Background: an optimization exercise with open tools, aiming at small area, a short achievable clock period and few clock cycles. Do not read the settings as production practice.
The RTL was checked by simulation tests, not by an equivalence proof against the original design.

==> job 5690 <==
==> flow/design.v <==
package icache_pkg;
   localparam int ADDR_W         = 32;
   localparam int FETCH_W        = 64;    
   localparam int MEM_W          = 32;    
   localparam int WORDS_PER_LINE = 2;
   localparam int BEATS_PER_LINE = FETCH_W / MEM_W * WORDS_PER_LINE;
   localparam int LINE_W         = FETCH_W * WORDS_PER_LINE;
   localparam int ID_W           = 8;
   localparam int BYTE_OFF_W = $clog2(FETCH_W / 8);
   localparam int WORD_SEL_W = $clog2(WORDS_PER_LINE);
   localparam int LINE_OFF_W = BYTE_OFF_W + WORD_SEL_W;    
   typedef union packed {
      logic [BEATS_PER_LINE-1:0][MEM_W-1:0]   beats;
      logic [WORDS_PER_LINE-1:0][FETCH_W-1:0] words;
   } line_u;
endpackage
`timescale 1ns/10ps
module icache_top
(
   input  logic                             clk,
   input  logic                             rst_n,
   input  logic                             fetch_req_i,
   input  logic [icache_pkg::ADDR_W-1:0]    fetch_addr_i,
   input  logic [icache_pkg::ID_W-1:0]      fetch_id_i,
   output logic                             fetch_grant_o,
   output logic                             fetch_r_valid_o,
   output logic [icache_pkg::FETCH_W-1:0]   fetch_r_data_o,
   output logic [icache_pkg::ID_W-1:0]      fetch_r_id_o,
   output logic                             mem_ar_valid_o,
   input  logic                             mem_ar_ready_i,
   output logic [icache_pkg::ADDR_W-1:0]    mem_ar_addr_o,
   output logic [7:0]                       mem_ar_len_o,
   input  logic                             mem_r_valid_i,
   output logic                             mem_r_ready_o,
   input  logic [icache_pkg::MEM_W-1:0]     mem_r_data_i,
   input  logic                             mem_r_last_i,
   input  logic                             ctrl_enable_req_i,
   output logic                             ctrl_enable_ack_o,
   input  logic                             ctrl_disable_req_i,
   output logic                             ctrl_disable_ack_o,
   input  logic                             ctrl_flush_req_i,
   output logic                             ctrl_flush_ack_o,
   output logic                             ctrl_pending_o
);
   localparam int QD  = 8;               
   localparam int QW  = $clog2(QD);
   localparam int MD  = 3;               
   localparam int MW  = $clog2(MD + 1);
   logic            enabled_q;
   logic            rdy_q;               
   logic            idle_q;              
   logic            s1_valid_q;
   logic [31:3]     s1_addr_q;
   logic [7:0]      s1_id_q;
   logic [15:0]     s1_soh_q;            
   logic [23:0]     s1_t0_q, s1_t1_q;    
   logic [1:0]      s1_v_q;
   logic            s1_rr_q;
   logic [23:0]     tags_q  [16][2];
   logic [1:0]      valid_q [16];
   logic            rr_q    [16];
   logic [63:0]     data_q  [64];
   logic [7:0]      q_id    [QD];
   logic            q_miss  [QD];
   logic [3:0]      q_set   [QD];
   logic            q_way   [QD];
   logic            q_word  [QD];
   logic [QW-1:0]   q_head_q, q_tail_q;
   logic [QW:0]     q_cnt_q;
   logic            hd_miss_q;
   logic [3:0]      hd_set_q;
   logic            hd_way_q, hd_word_q;
   logic [63:0]     hd_oh_q;
   logic [31:3]     m_addr  [MD];
   logic            m_byp   [MD];
   logic            m_way   [MD];
   logic            m_hold  [MD];
   logic [MW-1:0]   m_cnt_q;
   logic            ar_valid_q;
   logic            r_ready_q;
   logic            pend_q;
   logic            b_act_q;
   logic            b_byp_q;
   logic            b_hold_q;
   logic [3:0]      b_set_q;
   logic            b_way_q;
   logic [1:0]      b_beat_q;
   logic            b_ans_q;             
   logic [QW:0]     lines_q;             
   logic            r_valid_q;
   logic [7:0]      r_id_q;
   logic [63:0]     r_data_q;
   logic grant;
   assign grant              = fetch_req_i & rdy_q;
   assign fetch_grant_o      = grant;
   assign ctrl_enable_ack_o  = ctrl_enable_req_i & idle_q;
   assign ctrl_disable_ack_o = ctrl_disable_req_i & idle_q;
   assign ctrl_flush_ack_o   = ctrl_flush_req_i & idle_q;
   assign ctrl_pending_o     = pend_q;
   logic [3:0]  s1_set;
   logic [23:0] s1_tag;
   logic        h0, h1, hit, victim, way;
   logic        do_fill;             
   logic        push_m;              
   logic        conflict;
   assign s1_set = s1_addr_q[7:4];
   assign s1_tag = s1_addr_q[31:8];
   assign h0      = s1_v_q[0] & (s1_t0_q == s1_tag);
   assign h1      = s1_v_q[1] & (s1_t1_q == s1_tag);
   assign hit     = h0 | h1;
   assign victim  = ~s1_v_q[0] ? 1'b0 : ~s1_v_q[1] ? 1'b1 : s1_rr_q;
   assign way     = hit ? h1 : victim;
   assign do_fill = s1_valid_q & enabled_q & ~hit;
   assign push_m  = s1_valid_q & ~(enabled_q & hit);
   always_comb
   begin
      conflict = 1'b0;
      for (int i = 0; i < QD; i++)
         if (QW'(i - int'(q_head_q)) < q_cnt_q &&
             q_set[i] == s1_set && q_way[i] == victim)
            conflict = 1'b1;
   end
   logic [15:0] g_soh;
   logic [23:0] g_t0, g_t1;
   logic [1:0]  g_v;
   logic        g_rr, g_fw;
   always_comb
   begin
      g_soh = 16'(1) << fetch_addr_i[7:4];
      g_t0  = '0;
      g_t1  = '0;
      g_v   = '0;
      g_rr  = 1'b0;
      for (int s = 0; s < 16; s++)
      begin
         g_t0 = g_t0 | (tags_q[s][0] & {24{g_soh[s]}});
         g_t1 = g_t1 | (tags_q[s][1] & {24{g_soh[s]}});
         g_v  = g_v  | (valid_q[s]   & {2{g_soh[s]}});
         g_rr = g_rr | (rr_q[s] & g_soh[s]);
      end
   end
   assign g_fw = do_fill & (fetch_addr_i[7:4] == s1_set);
   logic        ar_hs, beat_ok, last_ok;
   logic        head_valid;
   assign head_valid = q_cnt_q != '0;
   assign mem_ar_valid_o = ar_valid_q;
   assign mem_ar_addr_o  = {m_addr[0], 3'b000};
   assign mem_ar_len_o   = {6'd0, ~m_byp[0], 1'b1};
   assign mem_r_ready_o  = r_ready_q;
   assign ar_hs   = ar_valid_q & mem_ar_ready_i;
   assign beat_ok = r_ready_q & mem_r_valid_i;
   assign last_ok = beat_ok & mem_r_last_i;
   logic        pop_arr, pop_cap, pop_byp, pop;
   logic        match, word_pend, miss_pend, ans_now;
   logic [63:0] rd_word;
   assign match     = r_ready_q & ~b_byp_q & ~(hd_miss_q & b_ans_q) &
                      (b_set_q == hd_set_q) & (b_way_q == hd_way_q);
   assign word_pend = match & (hd_word_q | ~b_beat_q[1]);
   assign miss_pend = hd_miss_q & (lines_q == '0);
   assign pop_cap   = head_valid & enabled_q & word_pend & beat_ok &
                      (b_beat_q == {hd_word_q, 1'b1});
   assign pop_arr   = head_valid & enabled_q & ~word_pend & (~miss_pend | match);
   assign pop_byp   = beat_ok & b_byp_q & (b_beat_q == 2'd1);
   assign pop       = pop_arr | pop_cap | pop_byp;
   assign ans_now   = (pop_arr | pop_cap) & miss_pend;
   always_comb
   begin
      rd_word = '0;
      for (int e = 0; e < 64; e++)
         rd_word = rd_word | (data_q[e] & {64{hd_oh_q[e]}});
   end
   assign fetch_r_valid_o = r_valid_q;
   assign fetch_r_id_o    = r_id_q;
   assign fetch_r_data_o  = r_data_q;
   logic [QW:0]   q_cnt_n;
   logic [MW-1:0] m_cnt_n;
   logic          s1_valid_n, b_act_n, b_hold_n;
   logic [MW-1:0] m_wr;
   logic [QW-1:0] q_head_n, q_head1;
   logic          nh_s1;              
   logic [5:0]    s_word, h1_word, nh_word;
   logic [63:0]   s_oh, h1_oh;
   assign q_cnt_n    = q_cnt_q + (QW+1)'(s1_valid_q) - (QW+1)'(pop);
   assign m_cnt_n    = m_cnt_q + MW'(push_m) - MW'(ar_hs);
   assign s1_valid_n = fetch_req_i & rdy_q;
   assign b_act_n    = ar_hs | (b_act_q & ~last_ok);
   assign m_wr       = m_cnt_q - MW'(ar_hs);
   assign b_hold_n   = ar_hs ? (m_hold[0] & ~m_byp[0])
                             : b_hold_q & ~(head_valid & hd_miss_q & (lines_q == '0));
   assign q_head_n   = q_head_q + QW'(pop);
   assign q_head1    = q_head_q + 1'b1;
   assign nh_s1      = q_cnt_q == (QW+1)'(pop);
   assign s_word     = {way, s1_set, s1_addr_q[3]};
   assign h1_word    = {q_way[q_head1], q_set[q_head1], q_word[q_head1]};
   assign s_oh       = 64'(1) << s_word;
   assign h1_oh      = 64'(1) << h1_word;
   assign nh_word    = nh_s1 ? s_word : pop ? h1_word
                                            : {hd_way_q, hd_set_q, hd_word_q};
   always_ff @(posedge clk or negedge rst_n)
   begin
      if (!rst_n)
      begin
         enabled_q  <= 1'b0;
         rdy_q      <= 1'b0;
         idle_q     <= 1'b0;
         s1_valid_q <= 1'b0;
         q_head_q   <= '0;
         q_tail_q   <= '0;
         q_cnt_q    <= '0;
         ar_valid_q <= 1'b0;
         r_ready_q  <= 1'b0;
         pend_q     <= 1'b0;
         b_hold_q   <= 1'b0;
         m_cnt_q    <= '0;
         b_act_q    <= 1'b0;
         b_beat_q   <= '0;
         b_ans_q    <= 1'b0;
         lines_q    <= '0;
         r_valid_q  <= 1'b0;
         for (int s = 0; s < 16; s++)
         begin
            valid_q[s] <= '0;
            rr_q[s]    <= 1'b0;
         end
      end
      else
      begin
         if (ctrl_enable_ack_o)
            enabled_q <= 1'b1;
         else if (ctrl_disable_ack_o)
            enabled_q <= 1'b0;
         s1_valid_q <= s1_valid_n;
         rdy_q  <= (q_cnt_q + (QW+1)'(s1_valid_q) + (QW+1)'(s1_valid_n)
                    <= (QW+1)'(QD - 1)) &&
                   (m_cnt_q + MW'(s1_valid_q) + MW'(s1_valid_n) <= MW'(MD - 1));
         idle_q <= ~s1_valid_n & ~s1_valid_q & (q_cnt_q == '0) & (m_cnt_q == '0) &
                   ~b_act_q;
         if (s1_valid_q)
            q_tail_q <= q_tail_q + 1'b1;
         q_head_q <= q_head_n;
         q_cnt_q  <= q_cnt_n;
         m_cnt_q    <= m_cnt_n;
         ar_valid_q <= (m_cnt_n != '0) & ~b_act_n;
         r_ready_q  <= b_act_n & ~b_hold_n;
         pend_q     <= s1_valid_n | (q_cnt_n != '0) | pop;
         b_hold_q   <= b_hold_n;
         b_act_q <= b_act_n;
         if (ar_hs)
            b_beat_q <= '0;
         else if (beat_ok)
            b_beat_q <= b_beat_q + 1'b1;
         lines_q <= lines_q + (QW+1)'(last_ok & ~b_byp_q & ~b_ans_q & ~ans_now)
                            - (QW+1)'((pop_arr | pop_cap) & hd_miss_q & ~miss_pend);
         if (ar_hs)
            b_ans_q <= 1'b0;
         else if (ans_now)
            b_ans_q <= 1'b1;
         r_valid_q <= pop;
         for (int s = 0; s < 16; s++)
         begin
            if (ctrl_flush_ack_o)
               valid_q[s] <= '0;
            else if (do_fill & s1_soh_q[s])
            begin
               valid_q[s][victim] <= 1'b1;
               rr_q[s]            <= ~rr_q[s];
            end
         end
      end
   end
   always_ff @(posedge clk)
   begin
      s1_addr_q <= fetch_addr_i[31:3];
      s1_id_q   <= fetch_id_i;
      s1_soh_q  <= g_soh;
      s1_t0_q   <= (g_fw & ~victim) ? s1_tag : g_t0;
      s1_t1_q   <= (g_fw &  victim) ? s1_tag : g_t1;
      s1_v_q    <= g_v | (g_fw ? (victim ? 2'b10 : 2'b01) : 2'b00);
      s1_rr_q   <= g_rr ^ g_fw;
      for (int s = 0; s < 16; s++)
         if (do_fill & s1_soh_q[s])
            tags_q[s][victim] <= s1_tag;
      if (s1_valid_q)
      begin
         q_id[q_tail_q]   <= s1_id_q;
         q_miss[q_tail_q] <= ~hit;
         q_set[q_tail_q]  <= s1_set;
         q_way[q_tail_q]  <= way;
         q_word[q_tail_q] <= s1_addr_q[3];
      end
      hd_miss_q <= nh_s1 ? ~hit : pop ? q_miss[q_head1] : hd_miss_q;
      hd_set_q  <= nh_word[4:1];
      hd_way_q  <= nh_word[5];
      hd_word_q <= nh_word[0];
      hd_oh_q   <= nh_s1 ? s_oh : pop ? h1_oh : hd_oh_q;
      for (int i = 0; i < MD; i++)
      begin
         if (push_m && MW'(i) == m_wr)
         begin
            m_addr[i] <= {s1_addr_q[31:4], s1_addr_q[3] & ~enabled_q};
            m_byp[i]  <= ~enabled_q;
            m_way[i]  <= victim;
            m_hold[i] <= conflict;
         end
         else if (ar_hs && i < MD - 1)
         begin
            m_addr[i] <= m_addr[i+1];
            m_byp[i]  <= m_byp[i+1];
            m_way[i]  <= m_way[i+1];
            m_hold[i] <= m_hold[i+1];
         end
      end
      if (ar_hs)
      begin
         b_byp_q  <= m_byp[0];
         b_set_q  <= m_addr[0][7:4];
         b_way_q  <= m_way[0];
      end
      for (int e = 0; e < 64; e++)
      begin
         if (beat_ok & ~b_byp_q & ({b_way_q, b_set_q, b_beat_q[1]} == 6'(e)))
         begin
            if (b_beat_q[0])
               data_q[e][63:32] <= mem_r_data_i;
            else
               data_q[e][31:0]  <= mem_r_data_i;
         end
      end
      if (pop_arr)
      begin
         r_id_q   <= q_id[q_head_q];
         r_data_q <= rd_word;
      end
      else if (pop_cap)
      begin
         r_id_q   <= q_id[q_head_q];
         r_data_q <= {mem_r_data_i, rd_word[31:0]};
      end
      else if (beat_ok & b_byp_q)
      begin
         if (b_beat_q == 2'd0)
            r_data_q[31:0]  <= mem_r_data_i;
         else
         begin
            r_data_q[63:32] <= mem_r_data_i;
            r_id_q          <= q_id[q_head_q];
         end
      end
   end
endmodule
==> flow/run.sh <==
#!/bin/bash
# synth_recipe.tcl (not shown) runs the flow's synth.tcl, then flattens the netlist and writes it again
# the make line also repeats each setting of config.mk as NAME=value (left out here)
make -C /OpenROAD-flow-scripts/flow DESIGN_CONFIG=/design/flow/config.mk WORK_HOME=/design/flow/orfs CLKGATE_MAP_FILE= SYNTH_SCRIPT=/design/flow/synth_recipe.tcl finish
==> flow/config.mk <==
export PLATFORM = sky130hd
export DESIGN_NAME = icache_top
export DESIGN_NICKNAME = icache_top
export VERILOG_FILES = /design/flow/design.v
export SDC_FILE = /design/flow/constraint.sdc
export NUM_CORES = 4
export LEC_CHECK = 0
export CAP_MARGIN = 20
export CORE_MARGIN = 2
export CORE_UTILIZATION = 50
export CTS_BUF_LIST = sky130_fd_sc_hd__clkbuf_8
export SETUP_SLACK_MARGIN = 4.4
export SLEW_MARGIN = 20
==> flow/constraint.sdc <==
create_clock -name core_clock -period 8.0 [get_ports {clk}]
set_input_delay 1.6000 -clock core_clock [delete_from_list [all_inputs] [get_ports {clk}]]
set_output_delay 1.6000 -clock core_clock [all_outputs]
set_load 0.01 [all_outputs]
==> job 8958 (differences from job 5690) <==
--- a/flow/design.v
+++ b/flow/design.v
@@ -46,3 +46,3 @@
    localparam int QW  = $clog2(QD);
-   localparam int MD  = 3;               
+   localparam int MD  = 2;               
    localparam int MW  = $clog2(MD + 1);
@@ -191,2 +191,11 @@
    assign q_head1    = q_head_q + 1'b1;
+   logic          q_room0, q_room1, m_room0, m_room1;
+   logic [QW+1:0] q_need;
+   logic [MW:0]   m_need;
+   assign q_need  = (QW+2)'(q_cnt_q) + (QW+2)'(s1_valid_q) + (QW+2)'(s1_valid_n);
+   assign m_need  = (MW+1)'(m_cnt_q) + (MW+1)'(s1_valid_n) - (MW+1)'(ar_hs);
+   assign q_room0 = q_need <= (QW+2)'(QD - 1);
+   assign q_room1 = q_need <= (QW+2)'(QD);
+   assign m_room0 = m_need <= (MW+1)'(MD - 1);
+   assign m_room1 = m_need <= (MW+1)'(MD - 2);
    assign nh_s1      = q_cnt_q == (QW+1)'(pop);
@@ -232,5 +241,3 @@
          s1_valid_q <= s1_valid_n;
-         rdy_q  <= (q_cnt_q + (QW+1)'(s1_valid_q) + (QW+1)'(s1_valid_n)
-                    <= (QW+1)'(QD - 1)) &&
-                   (m_cnt_q + MW'(s1_valid_q) + MW'(s1_valid_n) <= MW'(MD - 1));
+         rdy_q  <= (pop ? q_room1 : q_room0) & (push_m ? m_room1 : m_room0);
          idle_q <= ~s1_valid_n & ~s1_valid_q & (q_cnt_q == '0) & (m_cnt_q == '0) &
@@ -328,22 +335,8 @@
       end
-      if (pop_arr)
-      begin
-         r_id_q   <= q_id[q_head_q];
-         r_data_q <= rd_word;
-      end
-      else if (pop_cap)
-      begin
-         r_id_q   <= q_id[q_head_q];
-         r_data_q <= {mem_r_data_i, rd_word[31:0]};
-      end
-      else if (beat_ok & b_byp_q)
-      begin
-         if (b_beat_q == 2'd0)
-            r_data_q[31:0]  <= mem_r_data_i;
-         else
-         begin
-            r_data_q[63:32] <= mem_r_data_i;
-            r_id_q          <= q_id[q_head_q];
-         end
-      end
+      r_id_q <= q_id[q_head_q];
+      if (enabled_q)
+         r_data_q[31:0] <= rd_word[31:0];
+      else if (beat_ok & ~b_beat_q[0])
+         r_data_q[31:0] <= mem_r_data_i;
+      r_data_q[63:32] <= (pop_cap | ~enabled_q) ? mem_r_data_i : rd_word[63:32];
    end
- CORE_UTILIZATION: 50 -> 40
- CTS_BUF_LIST: sky130_fd_sc_hd__clkbuf_8 -> default
- SETUP_SLACK_MARGIN: 4.4 -> 4.6
==> notes <==
- Against job 8958, the clock-buffer cell count of job 5690 is higher by 164.
- Between job 8958 and job 5690, the lower routed wire length is in job 5690 (gap 3.0%, measured against job 5690).
- Between job 8958 and job 5690, the lower global-route usage is in job 8958 (gap 6.8 points).
- Register-to-register slack: job 5690 is worse than job 8958 (0.25 ns).
- In critical path depth, job 5690 and job 8958 do not differ.
- In job 8958 the non-clock buffer count is higher than in job 5690, by 56.
- In job 5690 the sequential cell count is higher than in job 8958, by 32.
- Between job 8958 and job 5690, the lower setup slack is in job 5690 (gap 0.19 ns).
- Against job 5690, the fmax of job 8958 is larger by about 5%.
- Synthesized cell count: job 8958 is larger than job 5690 (5.2%).
- Via count: job 5690 is lower than job 8958 (2.4%).
Testbench counts of job 5690, summed over its fixed seeds: cycles 42,056.
Testbench counts of job 8958, summed over its fixed seeds: cycles 41,931.

-- separate check: timing with driven ports --
In the flow no input, the clock included, has a driving cell. The finished layouts below were timed again as built, in two steps. Step 1 (the two cells are an assumption about what drives the block):
set clk [get_ports {clk}]
set_driving_cell -lib_cell sky130_fd_sc_hd__clkbuf_16 $clk
set_driving_cell -lib_cell sky130_fd_sc_hd__buf_2 [delete_from_list [all_inputs] $clk]
Step 2 times the ports against the registers' clock, not the clock port: input delays grow and output delays shrink by t, the midpoint of the rising clock arrivals with the driver on. Three values: ideal ports, drivers, drivers and shift; two values: the first two.
| run | t, ns | setup WS [ns] | worst data-port slew with drivers (ns) | cell pins on the clock port's net |
|---|---|---|---|---|
| job 5690 | 1.419 | 4.180 / 4.070 / 3.012 | 0.29 | 1 |
| job 8958 | 1.171 | 4.369 / 4.306 / 3.392 | 0.32 | 1 |
After both steps setup and hold are still met in every run listed. The setup slack of job 5690, which loses most, moves by -0.110 ns with the drivers and by -1.168 ns with both steps.
